Context: an optimization exercise on an open-source flow, tuned for small area and a short achievable clock period. The choices shown serve that exercise and are no tape-out recipe.
RTL that was checked went through simulation tests only; none was proved equivalent to the original.

==> run Y <==
==> flow/design.v (excerpt) <==
module tile_top (
	input  logic                                      clk,
	input  logic                                      reset,
	input  logic                                      i_run,
	input  logic                                      i_cfg_req,
	input  logic [48-1:0]                   i_cfg,
	output logic                                      o_cfg_ack,
	input  logic [4*17-1:0]    i_flit_in,
	output logic [4*17-1:0]    o_flit_out
);
clock: 7.0 ns
lec_check: 0
abc_clock_period_in_ps: 3500
cap_margin: 20
core_margin: 2
core_utilization: 40
setup_slack_margin: 3.5
slew_margin: 20
run.sh (not shown) runs the stock make flow with config.mk's settings and CLKGATE_MAP_FILE= SYNTH_SCRIPT=/design/flow/synth_recipe.tcl, a recipe that flattens the netlist after the stock synthesis.
==> run R: changes against run Y <==
--- a/flow/design.v
+++ b/flow/design.v
@@ -353,20 +353,25 @@
 	assign o_csa[39] = s32;
 	assign o_csa[40] = s33;
 	assign o_csa[41] = pp7_1;
 endmodule
 module tile_alu (
 	input  logic [3:0]              i_op,
 	input  logic [16-1:0] i_a,
-	input  logic [16-1:0] i_b,
+	input  logic [16-1:0] i_b,       
+	input  logic                    i_sub,     
 	input  logic [42-1:0] i_csa,
 	output logic [16-1:0] o_result
 );
 	logic [3:0] shamt;
-	logic [16:0] diff;
+	logic [16:0] sum;
+	logic [16-1:0] a_rev;
+	logic [16-1:0] shl_in;
+	logic [16-1:0] shl;
+	logic [16-1:0] shl_rev;
 	logic [16-1:0] prod;
 	logic [16-1:0] prod_x;
 	logic [16-1:0] prod_y;
 	logic s34;
 	logic c34;
 	logic s35;
 	logic c35;
@@ -453,28 +458,36 @@
 	assign s54 = c41 ^ s42 ^ i_csa[37];
 	assign c54 = (c41 & s42) | (c41 & i_csa[37]) | (s42 & i_csa[37]);
 	assign s55 = c42 ^ s43 ^ i_csa[41];
 	assign c55 = (c42 & s43) | (c42 & i_csa[41]) | (s43 & i_csa[41]);
 	assign prod_x = {c54, c53, c52, c51, c50, c49, c48, c47, c46, c45, c44, s44, i_csa[4], i_csa[3], i_csa[2], i_csa[0]};
 	assign prod_y = {s55, s54, s53, s52, s51, s50, s49, s48, s47, s46, s45, i_csa[7], 1'b0, 1'b0, 1'b0, i_csa[1]};
 	assign prod = prod_x + prod_y;
+	assign sum = {1'b0, i_a} + {1'b0, i_b} + {{16{1'b0}}, i_sub};
 	assign shamt = i_b[3:0];
-	assign diff = {1'b0, i_a} - {1'b0, i_b};
+	always_comb begin
+		for (int k = 0; k < 16; k++) begin
+			a_rev[k] = i_a[16-1-k];
+			shl_rev[k] = shl[16-1-k];
+		end
+	end
+	assign shl_in = (i_op == 4'd8) ? a_rev : i_a;
+	assign shl = shl_in << shamt;
 	always_comb begin
 		case (i_op)
-			4'd1: o_result = i_a + i_b;
-			4'd2: o_result = diff[16-1:0];
+			4'd1: o_result = sum[16-1:0];
+			4'd2: o_result = sum[16-1:0];
 			4'd3: o_result = prod;
 			4'd4: o_result = i_a & i_b;
 			4'd5:  o_result = i_a | i_b;
 			4'd6: o_result = i_a ^ i_b;
-			4'd7: o_result = i_a << shamt;
-			4'd8: o_result = i_a >> shamt;
+			4'd7: o_result = shl;
+			4'd8: o_result = shl_rev;
 			4'd9: o_result = i_a;
-			4'd10:  o_result = {{(16-1){1'b0}}, diff[16]};
+			4'd10:  o_result = {{(16-1){1'b0}}, !sum[16]};
 			default: o_result = '0;
 		endcase
 	end
 endmodule
 `default_nettype wire
 `default_nettype none
 module fetch_stage (
@@ -482,15 +495,15 @@
 	input  logic                     reset,
 	input  logic                     i_run,
 	input  logic                     i_cfg_req,
 	input  logic [48-1:0]  i_cfg,
 	output logic                     o_cfg_ack,
 	input  logic                     i_loop_we,     
 	input  logic [7:0]               i_loop,        
-	output logic [41-1:0] o_word,
+	output logic [51-1:0] o_word,
 	output logic                     o_word_valid
 );
 	logic [41-1:0] cfg_mem [0:16-1];
 	logic [4-1:0] pc;
 	logic [4-1:0] loop_start;
 	logic [4-1:0] loop_end;
 	logic [4-1:0] cfg_addr;
@@ -547,89 +560,111 @@
 	always_comb begin
 		rd_word = '0;
 		for (int e = 0; e < 16; e++) begin
 			pc_dec[e] = pc == e[4-1:0];
 			rd_word = rd_word | (cfg_mem[e] & {41{pc_dec[e]}});
 		end
 	end
+	function automatic logic [4:0] src_onehot(input logic [3-1:0] src);
+		src_onehot = {src == 3'd4, src == 3'd3, src == 3'd2, src == 3'd1, src == 3'd0};
+	endfunction
+	logic [51-1:0] fword;
+	logic rd_use_imm;
+	logic rd_b_imm;
+	always_comb begin
+		rd_use_imm = rd_word[29];
+		rd_b_imm = rd_use_imm || rd_word[40:37] == 4'd11;
+		fword[50:47] = rd_word[40:37];
+		fword[46:42] = src_onehot(rd_word[36:34]);
+		fword[41] = rd_word[36:34] == 3'd7;
+		fword[40:36] = rd_b_imm ? 5'd0 : src_onehot(rd_word[15:13]);
+		fword[35] = rd_b_imm;
+		fword[34] = !rd_use_imm && rd_word[15:13] == 3'd7;
+		fword[33] = rd_use_imm;
+		fword[32:30] = rd_word[33:31];
+		fword[29] = rd_word[30];
+		fword[28] = rd_word[28];
+		fword[27:16] = rd_word[27:16];
+		fword[15:0] = rd_word[15:0];
+	end
 	always_ff @(posedge clk) begin
 		if (i_run) begin
-			o_word <= rd_word;
+			o_word <= fword;
 		end
 	end
 endmodule
 `default_nettype wire
 `default_nettype none
 module operand_stage (
 	input  logic                                      clk,
 	input  logic                                      reset,
 	input  logic                                      i_run,
-	input  logic [41-1:0]                  i_word,
+	input  logic [51-1:0]                  i_word,
 	input  logic                                      i_word_valid,
 	input  logic [4*17-1:0]    i_flit_in,
 	input  logic [17-1:0]                   i_treg,
 	output logic [3:0]                                o_op,
 	output logic [16-1:0]                   o_a,
-	output logic [16-1:0]                   o_b,
+	output logic [16-1:0]                   o_b,            
+	output logic                                      o_sub,          
 	output logic [42-1:0]                   o_mcsa,         
 	output logic                                      o_res_valid,    
 	output logic                                      o_treg_we,      
 	output logic                                      o_loop_we,      
-	output logic [4-1:0]                 o_route_alu,
+	output logic [4-1:0]                 o_route_alu,    
 	output logic [4-1:0]                 o_route_treg,   
 	output logic [4*17-1:0]    o_pass          
 );
 	logic [3:0] opcode;
-	logic [3-1:0] src_a;
-	logic [3-1:0] src_b;
+	logic [4:0] a_sel;
+	logic [4:0] b_sel;
 	logic [3-1:0] src_p;
-	logic use_imm;
 	logic [16-1:0] imm;
 	logic [4*3-1:0] route;
 	logic a_valid;
 	logic b_valid;
 	logic [16-1:0] a_data;
 	logic [16-1:0] b_data;
-	logic [16-1:0] bsel_data;
-	logic bsel_valid;
 	logic [4:0] nz;
 	logic p_valid;
 	logic p_nz;
 	logic pred_pass;
 	logic a_ok;
 	logic b_ok;
 	logic fire;
+	logic is_sub;
 	logic [42-1:0] mcsa;
-	assign opcode = i_word[40:37];
-	assign src_a = i_word[36:34];
-	assign src_b = i_word[15:13];
-	assign src_p = i_word[33:31];
-	assign use_imm = i_word[29];
+	assign opcode = i_word[50:47];
+	assign a_sel = i_word[46:42];
+	assign b_sel = i_word[40:36];
+	assign src_p = i_word[32:30];
 	assign imm = i_word[15:0];
 	assign route = i_word[27:16];
 	function automatic logic [17-1:0] pick_source(
-		input logic [3-1:0]                   src,
+		input logic [4:0]                               sel,
 		input logic [4*17-1:0]   flits,
 		input logic [17-1:0]                  treg
 	);
-		logic [17-1:0] sel;
-		sel = '0;
-		if (!src[2]) begin
-			sel = flits[src[1:0]*17 +: 17];
-		end else if (src[1:0] == 2'd0) begin
-			sel = treg;
+		logic [17-1:0] f;
+		f = treg & {17{sel[4]}};
+		for (int d = 0; d < 4; d++) begin
+			f = f | (flits[d*17 +: 17] & {17{sel[d]}});
 		end
-		pick_source = sel;
+		pick_source = f;
 	endfunction
+	logic [17-1:0] a_flit;
+	logic [17-1:0] b_flit;
 	always_comb begin
-		{a_valid, a_data} = pick_source(src_a, i_flit_in, i_treg);
-		{bsel_valid, bsel_data} = pick_source(src_b, i_flit_in, i_treg);
+		a_flit = pick_source(a_sel, i_flit_in, i_treg);
+		b_flit = pick_source(b_sel, i_flit_in, i_treg);
 	end
-	assign b_valid = use_imm || bsel_valid;
-	assign b_data = (use_imm || opcode == 4'd11) ? imm : bsel_data;
+	assign a_valid = a_flit[16];
+	assign a_data = a_flit[16-1:0];
+	assign b_valid = i_word[33] || b_flit[16];
+	assign b_data = b_flit[16-1:0] | (imm & {16{i_word[35]}});
 	always_comb begin
 		for (int d = 0; d < 4; d++) begin
 			nz[d] = |i_flit_in[d*17 +: 16];
 		end
 		nz[4] = |i_treg[16-1:0];
 		p_valid = 1'b0;
 		p_nz = 1'b0;
@@ -637,57 +672,60 @@
 			p_valid = i_flit_in[src_p[1:0]*17 + 16];
 			p_nz = nz[src_p[1:0]];
 		end else if (src_p[1:0] == 2'd0) begin
 			p_valid = i_treg[16];
 			p_nz = nz[4];
 		end
 	end
-	assign pred_pass = (src_p == 3'd7) || (p_valid && (p_nz ^ i_word[30]));
-	assign a_ok = (src_a == 3'd7) || a_valid;
-	assign b_ok = (src_b == 3'd7 && !use_imm) || b_valid;
+	assign pred_pass = (src_p == 3'd7) || (p_valid && (p_nz ^ i_word[29]));
+	assign a_ok = i_word[41] || a_valid;
+	assign b_ok = i_word[34] || b_valid;
 	always_comb begin
 		case (opcode)
 			4'd0, 4'd11: fire = 1'b0;
 			4'd9: fire = pred_pass && (a_valid || b_valid);
 			default: fire = pred_pass && a_ok && b_ok;
 		endcase
 	end
 	always_ff @(posedge clk) begin
 		if (reset) begin
 			o_res_valid <= 1'b0;
 			o_treg_we <= 1'b0;
 			o_loop_we <= 1'b0;
+			o_route_alu <= '0;
 			o_route_treg <= '0;
 			for (int d = 0; d < 4; d++) begin
 				o_pass[d*17 + 16] <= 1'b0;
 			end
 		end else if (i_run) begin
 			o_res_valid <= i_word_valid && fire;
 			o_treg_we <= i_word_valid && i_word[28];
 			o_loop_we <= i_word_valid && opcode == 4'd11;
 			for (int d = 0; d < 4; d++) begin
+				o_route_alu[d] <= i_word_valid && route[3*d +: 3] == 3'd4;
 				o_route_treg[d] <= i_word_valid && route[3*d +: 3] == 3'd5;
 				o_pass[d*17 + 16] <= i_word_valid && !route[3*d + 2] &&
 					i_flit_in[route[3*d +: 2]*17 + 16];
 			end
 		end
 	end
 	tile_mul_front u_mul_front (
 		.i_a   (a_data),
 		.i_b   (b_data),
 		.o_csa (mcsa)
 	);
+	assign is_sub = opcode == 4'd2 || opcode == 4'd10;
 	always_ff @(posedge clk) begin
 		if (i_run) begin
 			o_op <= opcode;
 			o_a <= (opcode == 4'd9 && !a_valid) ? b_data : a_data;
-			o_b <= b_data;
+			o_b <= b_data ^ {16{is_sub}};
+			o_sub <= is_sub;
 			o_mcsa <= mcsa;
 			for (int d = 0; d < 4; d++) begin
-				o_route_alu[d] <= route[3*d +: 3] == 3'd4;
 				o_pass[d*17 +: 16] <=
 					i_flit_in[route[3*d +: 2]*17 +: 16];
 			end
 		end
 	end
 endmodule
 `default_nettype wire
@@ -701,71 +739,75 @@
 	input  logic [4-1:0]                 i_route_alu,
 	input  logic [4-1:0]                 i_route_treg,
 	input  logic [4*17-1:0]    i_pass,
 	input  logic [16-1:0]                   i_result,
 	output logic [17-1:0]                   o_treg,
 	output logic [4*17-1:0]    o_flit_out
 );
-	logic [17-1:0] res_flit;
-	assign res_flit = {i_res_valid, i_result};
+	logic [17-1:0] res;
+	logic [4-1:0] out_alu;
+	logic [4*17-1:0] out_hold;
 	always_ff @(posedge clk) begin
 		if (reset) begin
 			o_treg[16] <= 1'b0;
+			out_alu <= '0;
 			for (int d = 0; d < 4; d++) begin
-				o_flit_out[d*17 + 16] <= 1'b0;
+				out_hold[d*17 + 16] <= 1'b0;
 			end
 		end else if (i_run) begin
 			if (i_treg_we) begin
 				o_treg[16] <= i_res_valid;
 			end
+			out_alu <= i_route_alu;
 			for (int d = 0; d < 4; d++) begin
-				if (i_route_alu[d]) begin
-					o_flit_out[d*17 + 16] <= i_res_valid;
-				end else if (i_route_treg[d]) begin
-					o_flit_out[d*17 + 16] <= o_treg[16];
+				if (i_route_treg[d]) begin
+					out_hold[d*17 + 16] <= o_treg[16];
 				end else begin
-					o_flit_out[d*17 + 16] <= i_pass[d*17 + 16];
+					out_hold[d*17 + 16] <= i_pass[d*17 + 16];
 				end
 			end
 		end
 	end
 	always_ff @(posedge clk) begin
 		if (i_run) begin
+			res <= {i_res_valid, i_result};
 			if (i_treg_we) begin
 				o_treg[16-1:0] <= i_result;
 			end
 			for (int d = 0; d < 4; d++) begin
-				if (i_route_alu[d]) begin
-					o_flit_out[d*17 +: 16] <= i_result;
-				end else if (i_route_treg[d]) begin
-					o_flit_out[d*17 +: 16] <= o_treg[16-1:0];
+				if (i_route_treg[d]) begin
+					out_hold[d*17 +: 16] <= o_treg[16-1:0];
 				end else begin
-					o_flit_out[d*17 +: 16] <= i_pass[d*17 +: 16];
+					out_hold[d*17 +: 16] <= i_pass[d*17 +: 16];
 				end
 			end
 		end
 	end
+	for (genvar d = 0; d < 4; d++) begin : g_out
+		assign o_flit_out[d*17 +: 17] = out_alu[d] ? res : out_hold[d*17 +: 17];
+	end
 endmodule
 `default_nettype wire
 `default_nettype none
 module tile_top (
 	input  logic                                      clk,
 	input  logic                                      reset,
 	input  logic                                      i_run,
 	input  logic                                      i_cfg_req,
 	input  logic [48-1:0]                   i_cfg,
 	output logic                                      o_cfg_ack,
 	input  logic [4*17-1:0]    i_flit_in,
 	output logic [4*17-1:0]    o_flit_out
 );
-	logic [41-1:0] word;
+	logic [51-1:0] word;
 	logic word_valid;
 	logic [3:0] alu_op;
 	logic [16-1:0] alu_a;
 	logic [16-1:0] alu_b;
+	logic alu_sub;
 	logic [42-1:0] alu_mcsa;
 	logic [16-1:0] alu_result;
 	logic res_valid;
 	logic treg_we;
 	logic loop_we;
 	logic [4-1:0] route_alu;
 	logic [4-1:0] route_treg;
@@ -790,26 +832,28 @@
 		.i_word       (word),
 		.i_word_valid (word_valid),
 		.i_flit_in    (i_flit_in),
 		.i_treg       (treg),
 		.o_op         (alu_op),
 		.o_a          (alu_a),
 		.o_b          (alu_b),
+		.o_sub        (alu_sub),
 		.o_mcsa       (alu_mcsa),
 		.o_res_valid  (res_valid),
 		.o_treg_we    (treg_we),
 		.o_loop_we    (loop_we),
 		.o_route_alu  (route_alu),
 		.o_route_treg (route_treg),
 		.o_pass       (pass)
 	);
 	tile_alu u_alu (
 		.i_op     (alu_op),
 		.i_a      (alu_a),
 		.i_b      (alu_b),
+		.i_sub    (alu_sub),
 		.i_csa    (alu_mcsa),
 		.o_result (alu_result)
 	);
 	execute_stage u_execute (
 		.clk          (clk),
 		.reset        (reset),
 		.i_run        (i_run),
==> flow/flow/run.sh (new file) <==
#!/bin/bash
# The standard layout, with plain buffers (not delay cells) on the ports.
set -o pipefail
export BUFFER_PORTS_ARGS="-buffer_cell sky130_fd_sc_hd__buf_2"
bash standard.sh finish > standard.log 2>&1
==> flow/standard.sh (new file) <==
#!/bin/bash
# synth_recipe.tcl (not shown) runs the flow's synth.tcl, then flattens the netlist and writes it again
# the make line also repeats each setting of config.mk as NAME=value (left out here)
make -C /OpenROAD-flow-scripts/flow DESIGN_CONFIG=/design/flow/config.mk WORK_HOME=/design/flow/orfs CLKGATE_MAP_FILE= SYNTH_SCRIPT=/design/flow/synth_recipe.tcl "${@:-finish}"
==> flow/config.mk (replaced) <==
export PLATFORM = sky130hd
export DESIGN_NAME = tile_top
export DESIGN_NICKNAME = tile_top
export VERILOG_FILES = /design/flow/design.v
export SDC_FILE = /design/flow/constraint.sdc
export NUM_CORES = 4
export LEC_CHECK = 0
export ABC_CLOCK_PERIOD_IN_PS = 3300
export CAP_MARGIN = 20
export CORE_MARGIN = 2
export CORE_UTILIZATION = 55
export CTS_BUF_LIST = sky130_fd_sc_hd__clkbuf_8
export CTS_CLUSTER_SIZE = 30
export SETUP_SLACK_MARGIN = 3.7
export SLEW_MARGIN = 20
removed: flow/run.sh
==> run P: changes against run Y <==
==> flow/config.mk (replaced) <==
export PLATFORM = sky130hd
export DESIGN_NAME = tile_top
export DESIGN_NICKNAME = tile_top
export VERILOG_FILES = /design/flow/design.v
export SDC_FILE = /design/flow/constraint.sdc
export NUM_CORES = 4
export LEC_CHECK = 0
export ABC_CLOCK_PERIOD_IN_PS = 3000
export CAP_MARGIN = 20
export CORE_MARGIN = 2
export CORE_UTILIZATION = 40
export SETUP_SLACK_MARGIN = 4.0
export SLEW_MARGIN = 20
==> summary.txt <==
- Run Y finished clean. Run P completed with no timing, DRC or antenna violations. Run R completed without violations.
- Global-route usage, highest first: run R, run Y, run P.
- In run R the synthesized cell count is lower than in run P, by about 6%.
- Of run R and run Y, run R has the higher hold slack (gap 0.57 ps).
- Clock-buffer cell count, highest first: run R, run P, run Y.
- In run P the die area is higher than in run R, by about 37%.
- Against run Y, the register-to-register slack of run R is higher by 480 ps.
- Against run P, the utilization of run R is higher by 14 points.
The RTL of run Y and run P was laid out without a check of its function.

port drivers added, routing unchanged:
In the flow no input, the clock included, has a driving cell. The finished layouts below were timed again as built, in two steps. Step 1: set_driving_cell puts a clkbuf_16 on clk and a buf_2 on each other input, an assumption about the parent block. Step 2 adds t to the input delays and takes it off the output delays; t is the mean of the earliest and latest rising clock arrival at the registers after step 1. Input paths then give back, and output paths get back, about the clock's delay inside the block. a / b / c = ideal / step 1 / step 2; a / b = the first two.
run | t, ns | slack for setup (ns) | hold WS [ns] | latest minus earliest clock arrival (ns)
run Y | 0.738 | 3.074 / 3.080 / 2.341 | 0.462 / 0.462 / 0.462 | 0.038 / 0.039
run R | 0.877 | 3.620 / 3.620 / 2.767 | 0.463 / 0.463 / 0.463 | 0.043 / 0.043
run P | 0.729 | 3.148 / 3.165 / 2.436 | 0.470 / 0.470 / 0.470 | 0.066 / 0.066
After both steps every run listed still meets setup and hold. The setup slack of run R, which loses most, moves by 0.000 ns with the drivers and by -0.853 ns with both steps.
